Background: an optimization exercise with open tools, aiming at small area, a short achievable clock period and few clock cycles. Do not read the settings as production practice.
At most, simulation tests tie the RTL to the original design; equivalence was not proved.
Power is estimated from default activity; no workload was simulated.

== alpha ==
==> flow/design.v <==
`default_nettype none
package battleship_pkg;
    localparam int BOARD_ROWS  = 10;
    localparam int BOARD_COLS  = 10;
    localparam int NUM_SHIPS   = 5;
    localparam int FLEET_CELLS = 17;         
    typedef logic [3:0] coord_t;             
    typedef logic [2:0] ship_len_t;          
    typedef logic [2:0] ship_idx_t;          
    typedef logic [4:0] hit_count_t;         
    localparam logic [3*NUM_SHIPS-1:0] SHIP_LENGTHS = {3'd2, 3'd3, 3'd3, 3'd4, 3'd5};
    typedef enum logic [1:0] {
        cell_empty = 2'b00,
        cell_miss  = 2'b01,
        cell_hit   = 2'b10,
        cell_ship  = 2'b11
    } cell_t;
    typedef enum logic [2:0] {
        rk_placed   = 3'd0,
        rk_rejected = 3'd1,
        rk_miss     = 3'd2,
        rk_hit      = 3'd3,
        rk_win      = 3'd4
    } report_kind_t;
    typedef struct packed {
        logic   player;
        logic   horizontal;                  
        coord_t row;
        coord_t col;
    } request_t;
    typedef struct packed {
        report_kind_t kind;
        coord_t       row;
        coord_t       col;
        logic         player;                
    } report_t;
endpackage
`default_nettype wire
`timescale 1ns/1ps
`default_nettype none
module battleship_top (
    input  logic        clk,
    input  logic        reset,
    input  logic        read,
    input  logic [9:0]  req,
    output logic [11:0] data_out,
    output logic        data_ready
);
    localparam logic [2:0] K_PLACED = 3'd0, K_REJ = 3'd1, K_MISS = 3'd2,
                           K_HIT = 3'd3, K_WIN = 3'd4;
    function automatic logic ge4(input logic [3:0] a, input logic [3:0] b);
        logic [3:0] g, p;
        g = a & ~b;
        p = a | ~b;
        ge4 = g[3]
            | (p[3] & g[2])
            | (p[3] & p[2] & g[1])
            | (p[3] & p[2] & p[1] & p[0]);
    endfunction
    function automatic logic [3:0] sub_sat(input logic [3:0] a, input int k);
        sub_sat = 4'd0;
        for (int v = 0; v < 16; v++)
            if (a == 4'(v))
                sub_sat = (v >= k) ? 4'(v - k) : 4'd0;
    endfunction
    function automatic logic [3:0] add_k(input logic [3:0] a, input int k);
        add_k = 4'd0;
        for (int v = 0; v < 16; v++)
            if (a == 4'(v))
                add_k = 4'(v + k);
    endfunction
    localparam logic [4:0] HITS_16 = 5'b10111;
    function automatic logic [4:0] lfsr_next(input logic [4:0] v);
        lfsr_next = {v[3:0], !(v[4] ^ v[2])};
    endfunction
    function automatic int lm1_of(input int k);
        case (k)
            0:       lm1_of = 4;
            1:       lm1_of = 3;
            4:       lm1_of = 1;
            default: lm1_of = 2;
        endcase
    endfunction
    logic        placing_q;          
    logic        over_q;             
    logic        turn_q;             
    logic        bsel_q;             
    logic [4:0]  sidx_q;             
    logic [4:0]  hits [2];           
    logic        f_place;            
    logic        f_shot;             
    logic        f_hit;              
    logic        f_win;              
    logic [3:0]  srow [10];          
    logic [3:0]  scol [10];
    logic        shor [10];
    logic [9:0]  shot0 [10];         
    logic [9:0]  shot1 [10];
    logic        placing, over, turn, bsel;
    logic [4:0]  sidx;
    logic        last_ship;          
    assign last_ship = f_place && sidx_q[4];
    assign placing = placing_q && !(last_ship && turn_q);
    assign over    = over_q || f_win;
    assign turn    = turn_q ^ (f_shot || last_ship);
    assign bsel    = bsel_q ^ (f_shot || (last_ship && !turn_q));
    assign sidx    = f_place ? {sidx_q[3:0], sidx_q[4]} : sidx_q;
    logic       p, h;
    logic [3:0] r, c;
    assign p = req[9];
    assign h = req[8];
    assign r = req[7:4];
    assign c = req[3:0];
    logic shooting;
    assign shooting = !placing && !over;
    logic [4:0] valid;
    logic [3:0] r_lo [5], r_hi [5], c_lo [5], c_hi [5];
    logic [3:0] r_lo_v [5], c_lo_h [5];
    always_comb
    begin
        for (int i = 0; i < 5; i++)
        begin
            logic [3:0] sr, sc;
            logic       sh;
            sr = bsel ? srow[5+i] : srow[i];
            sc = bsel ? scol[5+i] : scol[i];
            sh = bsel ? shor[5+i] : shor[i];
            r_lo[i] = sr;
            c_lo[i] = sc;
            r_hi[i] = sh ? sr : add_k(sr, lm1_of(i));
            c_hi[i] = sh ? add_k(sc, lm1_of(i)) : sc;
            if (i == 0 && sidx[1])
            begin
                r_lo_v[i] = sub_sat(sr, 3);
                c_lo_h[i] = sub_sat(sc, 3);
            end
            else if (sidx[4])
            begin
                r_lo_v[i] = sub_sat(sr, 1);
                c_lo_h[i] = sub_sat(sc, 1);
            end
            else
            begin
                r_lo_v[i] = sub_sat(sr, 2);
                c_lo_h[i] = sub_sat(sc, 2);
            end
        end
        valid[0] = !placing || !sidx[0];
        valid[1] = !placing || !(sidx[0] || sidx[1]);
        valid[2] = !placing || sidx[3] || sidx[4];
        valid[3] = !placing || sidx[4];
        valid[4] = !placing;
    end
    logic hz, vt;                    
    assign hz = placing && h;
    assign vt = placing && !h;
    logic overlap;
    always_comb
    begin
        overlap = 1'b0;
        for (int i = 0; i < 5; i++)
        begin
            logic ok_r, ok_c;
            ok_r = ge4(r_hi[i], r) && (vt ? ge4(r, r_lo_v[i]) : ge4(r, r_lo[i]));
            ok_c = ge4(c_hi[i], c) && (hz ? ge4(c, c_lo_h[i]) : ge4(c, c_lo[i]));
            overlap = overlap || (valid[i] && ok_r && ok_c);
        end
    end
    logic [9:0] rsel, csel;
    always_comb
    begin
        for (int i = 0; i < 10; i++)
        begin
            rsel[i] = (r == 4'(i));
            csel[i] = (c == 4'(i));
        end
    end
    logic was_shot;
    always_comb
    begin
        was_shot = 1'b0;
        for (int j = 0; j < 10; j++)
        begin
            logic colbit;
            colbit = 1'b0;
            for (int i = 0; i < 10; i++)
                colbit = colbit || (rsel[i] && turn && shot0[i][j])
                                || (rsel[i] && !turn && shot1[i][j]);
            was_shot = was_shot || (csel[j] && colbit);
        end
    end
    logic fits, turn_ok, on_board;
    logic [3:0] lim;
    always_comb
    begin
        if (sidx[0])      lim = 4'd5;        
        else if (sidx[1]) lim = 4'd6;
        else if (sidx[4]) lim = 4'd8;
        else              lim = 4'd7;
    end
    assign on_board = (r < 4'd10) && (c < 4'd10);
    assign fits     = h ? ((r < 4'd10) && ge4(lim, c)) : ((c < 4'd10) && ge4(lim, r));
    assign turn_ok  = (p == turn);
    logic place_ok, shot_ok, hit, win, last_hit;
    assign last_hit = bsel ? (hits[1] == HITS_16) : (hits[0] == HITS_16);
    assign place_ok = placing && turn_ok && fits && !overlap;
    assign shot_ok  = shooting && turn_ok && on_board && !was_shot;
    assign hit      = shot_ok && overlap;
    assign win      = hit && last_hit;
    assign data_out[11] = f_win;
    assign data_out[10] = f_shot && !f_win;
    assign data_out[9]  = (!f_place && !f_shot) || (f_hit && !f_win);
    always_ff @(posedge clk)
    begin
        data_out[8:0] <= {r, c, p};
        if (reset)
        begin
            data_ready <= 1'b0;
            placing_q  <= 1'b1;
            over_q     <= 1'b0;
            turn_q     <= 1'b0;
            bsel_q     <= 1'b0;
            sidx_q     <= 5'b00001;
            hits[0]    <= '0;
            hits[1]    <= '0;
            f_place    <= 1'b0;
            f_shot     <= 1'b0;
            f_hit      <= 1'b0;
            f_win      <= 1'b0;
        end
        else
        begin
            data_ready <= read;
            placing_q  <= placing;
            over_q     <= over;
            turn_q     <= turn;
            bsel_q     <= bsel;
            sidx_q     <= sidx;
            if (f_hit)
            begin
                if (bsel_q) hits[1] <= lfsr_next(hits[1]);
                else        hits[0] <= lfsr_next(hits[0]);
            end
            f_place    <= read && place_ok;
            f_shot     <= read && shot_ok;
            f_hit      <= read && hit;
            f_win      <= read && win;
        end
    end
    always_ff @(posedge clk)
    begin
        for (int k = 0; k < 5; k++)
        begin
            if (placing && sidx[k])
            begin
                if (turn)
                begin
                    srow[5+k] <= r;
                    scol[5+k] <= c;
                    shor[5+k] <= h;
                end
                else
                begin
                    srow[k] <= r;
                    scol[k] <= c;
                    shor[k] <= h;
                end
            end
        end
    end
    logic [9:0] mark0, mark1;
    always_comb
    begin
        for (int i = 0; i < 10; i++)
        begin
            mark0[i] = !reset && read && shooting && p && turn && rsel[i];
            mark1[i] = !reset && read && shooting && !p && !turn && rsel[i];
        end
    end
    always_ff @(posedge clk)
    begin
        for (int i = 0; i < 10; i++)
            for (int j = 0; j < 10; j++)
            begin
                shot0[i][j] <= (shot0[i][j] && !reset) || (mark0[i] && csel[j]);
                shot1[i][j] <= (shot1[i][j] && !reset) || (mark1[i] && csel[j]);
            end
    end
endmodule
`default_nettype wire
export LEC_CHECK = 0
export ABC_AREA = 1
export CAP_MARGIN = 20
export CORE_MARGIN = 2
export CORE_UTILIZATION = 55
export CTS_BUF_LIST = sky130_fd_sc_hd__clkbuf_8 sky130_fd_sc_hd__clkbuf_16
export CTS_CLUSTER_DIAMETER = 100
export CTS_CLUSTER_SIZE = 30
export SETUP_SLACK_MARGIN = 5
export SLEW_MARGIN = 20
create_clock -name core_clock -period 9.0 [get_ports {clk}]
run.sh (not shown) runs the stock make flow with config.mk's settings and CLKGATE_MAP_FILE= SYNTH_SCRIPT=/design/flow/synth_recipe.tcl, a recipe that flattens the netlist after the stock synthesis.
Testbench counts of alpha, summed over its fixed seeds: cycles 2,888.
Edits applied to the flow inputs when going from alpha to beta:
- CTS_CLUSTER_DIAMETER: 100 -> unset
- CTS_BUF_LIST: sky130_fd_sc_hd__clkbuf_8 sky130_fd_sc_hd__clkbuf_16 -> sky130_fd_sc_hd__clkbuf_4 sky130_fd_sc_hd__clkbuf_8
- SETUP_SLACK_MARGIN: 5 -> unset
- CTS_CLUSTER_SIZE: 30 -> unset
==> flow/flow/run.sh (new file) <==
#!/bin/bash
set -euo pipefail
bash standard.sh SETUP_SLACK_MARGIN=6 finish > flow_standard.log 2>&1
==> flow/standard.sh (new file) <==
#!/bin/bash
# synth_recipe.tcl (not shown) runs the flow's synth.tcl, then flattens the netlist and writes it again
# the make line also repeats each setting of config.mk as NAME=value (left out here)
make -C /OpenROAD-flow-scripts/flow DESIGN_CONFIG=/design/flow/config.mk WORK_HOME=/design/flow/orfs CLKGATE_MAP_FILE= SYNTH_SCRIPT=/design/flow/synth_recipe.tcl "${@:-finish}"
removed: flow/run.sh
### Flow results
Delta (beta minus alpha): clock transition at the registers of the reported paths shows a reduction of 40 ps, final critical path time including I/O delays and setup shows a reduction of 450 ps, sequential standard cell area shows no meaningful change. Compared with alpha, beta ends up with more cell area.
--- input diff beta..gamma ---
- SETUP_SLACK_MARGIN newly set to 5
==> flow/run.sh (new file) <==
#!/bin/bash
# synth_recipe.tcl (not shown) runs the flow's synth.tcl, then flattens the netlist and writes it again
# the make line also repeats each setting of config.mk as NAME=value (left out here)
make -C /OpenROAD-flow-scripts/flow DESIGN_CONFIG=/design/flow/config.mk WORK_HOME=/design/flow/orfs CLKGATE_MAP_FILE= SYNTH_SCRIPT=/design/flow/synth_recipe.tcl finish
removed: flow/flow/run.sh
removed: flow/standard.sh
Overall routing resource usage (gamma over beta): decrease, 6.9 points
beta closes out successfully: all stages finished, all timing, DRC and antenna checks passed.
gamma | stages: all done | timing, DRC, antenna: all pass
[compare] base=beta new=gamma: met2 wirelength from detailed routing fell 11%; number of buffer and inverter stages on the critical path went down 1; overall power went up by 0.32%.
The final estimated routing congestion in global placement was comparable across gamma and beta.
gamma — design area 12% lower, beta as reference
The met1 capacity usage during global routing of gamma falls short of that of beta by 5.9 points.
The run showing the smaller slew at the pin closest to its max-slew limit is beta.
Between gamma and beta, it is gamma whose later-pin clock latency in the skew report is lower, by 30 ps.
Summary of gamma over beta: switching share of total power fell by 2.3 points, number of detailed-routing iterations run before antenna repair went up by 1.

== the previous run ==
Starts from the design.v that is shown in full above.
==> flow/config.mk <==
export PLATFORM = sky130hd
export DESIGN_NAME = battleship_top
export DESIGN_NICKNAME = battleship_top
export VERILOG_FILES = /design/flow/design.v
export SDC_FILE = /design/flow/constraint.sdc
export NUM_CORES = 4
export LEC_CHECK = 0
export ABC_AREA = 1
export CAP_MARGIN = 20
export CORE_MARGIN = 2
export CORE_UTILIZATION = 55
export CTS_BUF_LIST = sky130_fd_sc_hd__clkbuf_4 sky130_fd_sc_hd__clkbuf_8
export SLEW_MARGIN = 20
==> flow/constraint.sdc <==
create_clock -name core_clock -period 9.0 [get_ports {clk}]
set_input_delay 1.8000 -clock core_clock [delete_from_list [all_inputs] [get_ports {clk}]]
set_output_delay 1.8000 -clock core_clock [all_outputs]
set_load 0.01 [all_outputs]
standard.sh (not shown) runs the stock make flow with config.mk's settings and CLKGATE_MAP_FILE= SYNTH_SCRIPT=/design/flow/synth_recipe.tcl, a recipe that flattens the netlist after the stock synthesis.
==> flow/flow/run.sh <==
#!/bin/bash
set -euo pipefail
bash standard.sh SETUP_SLACK_MARGIN=5 "BUFFER_PORTS_ARGS=-buffer_cell sky130_fd_sc_hd__buf_4" finish > flow_standard.log 2>&1
Testbench counts of the previous run, summed over its fixed seeds: cycles 2,888.
diff inputs: the previous run => the current run
==> flow/flow/run.sh <==
#!/bin/bash
set -euo pipefail
bash standard.sh SETUP_SLACK_MARGIN=6 "BUFFER_PORTS_ARGS=-buffer_cell sky130_fd_sc_hd__buf_4" finish > flow_standard.log 2>&1
The run showing the smaller post-route worst hold slack is the previous run.
The current run supports a higher top clock frequency than the previous run.
Filler cell count in the final layout in the current run is about 15% below the previous run.
Looking at final area, the current run sits 16% above the previous run.
Routed wire length (the current run vs. the previous run) increases by more than 10%
Fraction of the cycle the final worst path needs in the current run is 6.6 points lower than in the previous run

== 01-05 ==
Another version of the RTL of battleship_top (not shown whole).
For scale: roughly 1900 cells after synthesis, roughly 320 flip-flops, ~26 I/O pins, roughly 14000 µm² of cells after synthesis.
clock: 9.0 ns
lec_check: 0
abc_area: 1
cap_margin: 20
core_margin: 2
core_utilization: 55
cts_buf_list: sky130_fd_sc_hd__clkbuf_8 sky130_fd_sc_hd__clkbuf_16
cts_cluster_diameter: 80
cts_cluster_size: 24
slew_margin: 20
==> flow/flow/run.sh <==
#!/bin/bash
set -euo pipefail
bash standard.sh SETUP_SLACK_MARGIN=5.8 "BUFFER_PORTS_ARGS=-buffer_cell sky130_fd_sc_hd__buf_4" finish > flow_standard.log 2>&1
01-05 reached the end of the flow, and the finished layout is clean on the timing, design-rule and antenna checks.
Testbench counts of 01-05, summed over its fixed seeds: cycles 2,888.
[inputs] 07-14 vs 01-05
==> flow/flow/run.sh <==
#!/bin/bash
set -euo pipefail
bash standard.sh SETUP_SLACK_MARGIN=6 "BUFFER_PORTS_ARGS=-buffer_cell sky130_fd_sc_hd__buf_4" finish > flow_standard.log 2>&1
Findings:
Relative to 01-05, total number of nets in the final design has increased by 3.1% in 07-14. From 01-05 to 07-14 the numbers moved as follows: last weighted congestion value of the routability-driven placer rose about 4%, final area rose 1200 µm², overall power after layout rose 1.0%, number of buffers inserted during clock tree synthesis about even. On smallest hold slack, 01-05 and 07-14 are neck and neck. Setup slack of the critical path after layout, 01-05 and 07-14: higher on 07-14. Between 01-05 and 07-14, the wire length on met2 is lower for 01-05.

Another version of the RTL of battleship_top (not shown whole).
Size: ~1900 cells after synthesis, about 320 flip-flops, roughly 26 I/O pins, ~15000 um2 of cells after synthesis.
Settings: LEC_CHECK=0, ABC_AREA=1, CAP_MARGIN=20, CORE_MARGIN=2, CORE_UTILIZATION=55, CTS_BUF_LIST=sky130_fd_sc_hd__clkbuf_8 sky130_fd_sc_hd__clkbuf_16, CTS_CLUSTER_DIAMETER=80, CTS_CLUSTER_SIZE=24, SLEW_MARGIN=20; clock period 9.0 ns.
==> flow/flow/run.sh <==
#!/bin/bash
set -euo pipefail
bash standard.sh SETUP_SLACK_MARGIN=6.3 "BUFFER_PORTS_ARGS=-buffer_cell sky130_fd_sc_hd__buf_4" finish > flow_standard.log 2>&1
Change:
==> flow/flow/run.sh (replaced) <==
#!/bin/bash
set -euo pipefail
bash standard.sh SETUP_SLACK_MARGIN=6 "BUFFER_PORTS_ARGS=-buffer_cell sky130_fd_sc_hd__buf_4" finish > flow_standard.log 2>&1
Settings changed: TNS_END_PERCENT set to 10.
=> Routed wire length shrinks slightly. Via count fell by a few percent. Synthesized cell count does not change. Cell area fell by a few percent. Sequential share of layout area went up by 1.8 points. Flip-flop and latch count does not change. Global-route usage falls by 0.14 points. Setup slack got worse by 0.050 ns. Non-clock buffer count decreases by 39.
Change:
Settings changed: ABC_AREA 1 to 0, TNS_END_PERCENT 10 to not set.
Global-route usage climbs by 1.8 points.
Routed wire length came out higher by 16%.
Core utilization falls by 0.50 points.
Critical path depth came out higher by 9.
Worst setup slack loses 0.39 ns.
Die area is higher by 10%.
Power goes up by 1.6%.
Clock power is higher by 4.7%.
Sequential share of layout area goes down by 3.6 points.
Final area rises by 9.3%.
Change:
Settings changed: ABC_AREA 0 to 1.
Outcome: Wire length shrinks by 18%. Non-clock buffer count shrinks by 30. Via count shrinks by 8.8%. Hold slack stays flat. Sequential cell count does not change. Design area shrinks by 10%. Critical path depth grows by 8. Synthesized cell count grows by 9.4%. Final cell count grows by 5.7%.
No functional check of the RTL was part of any run of this note.

## what the ideal ports hide
How much do the figures lean on ideal ports? The routed layouts below were timed once more, with nothing changed but the port constraints. Step 1 (the two cells are an assumption about what drives the block):
set clk [get_ports {clk}]
set_driving_cell -lib_cell sky130_fd_sc_hd__clkbuf_16 $clk
set_driving_cell -lib_cell sky130_fd_sc_hd__buf_2 [delete_from_list [all_inputs] $clk]
Step 2 adds t to the input delays and takes it off the output delays; t is the mean of the earliest and latest rising clock arrival at the registers after step 1. Input paths then give back, and output paths get back, about the clock's delay inside the block. Three values: no drivers, after step 1, after step 2; two values: the first two.
run	shift t [ns]	setup slack, ns	worst setup path at the end
alpha	0.562	4.988 / 5.015 / 4.453	input to register
beta	0.655	5.434 / 5.446 / 4.791	input to register
gamma	0.627	4.987 / 5.012 / 4.384	input to register
the previous run	0.624	5.036 / 5.061 / 4.437	input to register
the current run	0.644	5.627 / 5.533 / 4.889	input to register
01-05	0.569	5.730 / 5.720 / 5.152	input to register
07-14	0.571	5.911 / 5.861 / 5.322	input to register
the first run of note 4	0.581	5.775 / 5.737 / 5.157	input to register
the second run of note 4	0.574	5.725 / 5.592 / 5.019	input to register
the third run of note 4	0.576	5.330 / 5.178 / 4.602	input to register
the fourth run of note 4	0.582	5.763 / 5.654 / 5.072	input to register
After both steps setup and hold are still met in every run listed. For the current run, which loses most, drivers alone change the setup slack by -0.094 ns; drivers and shift together by -0.738 ns.
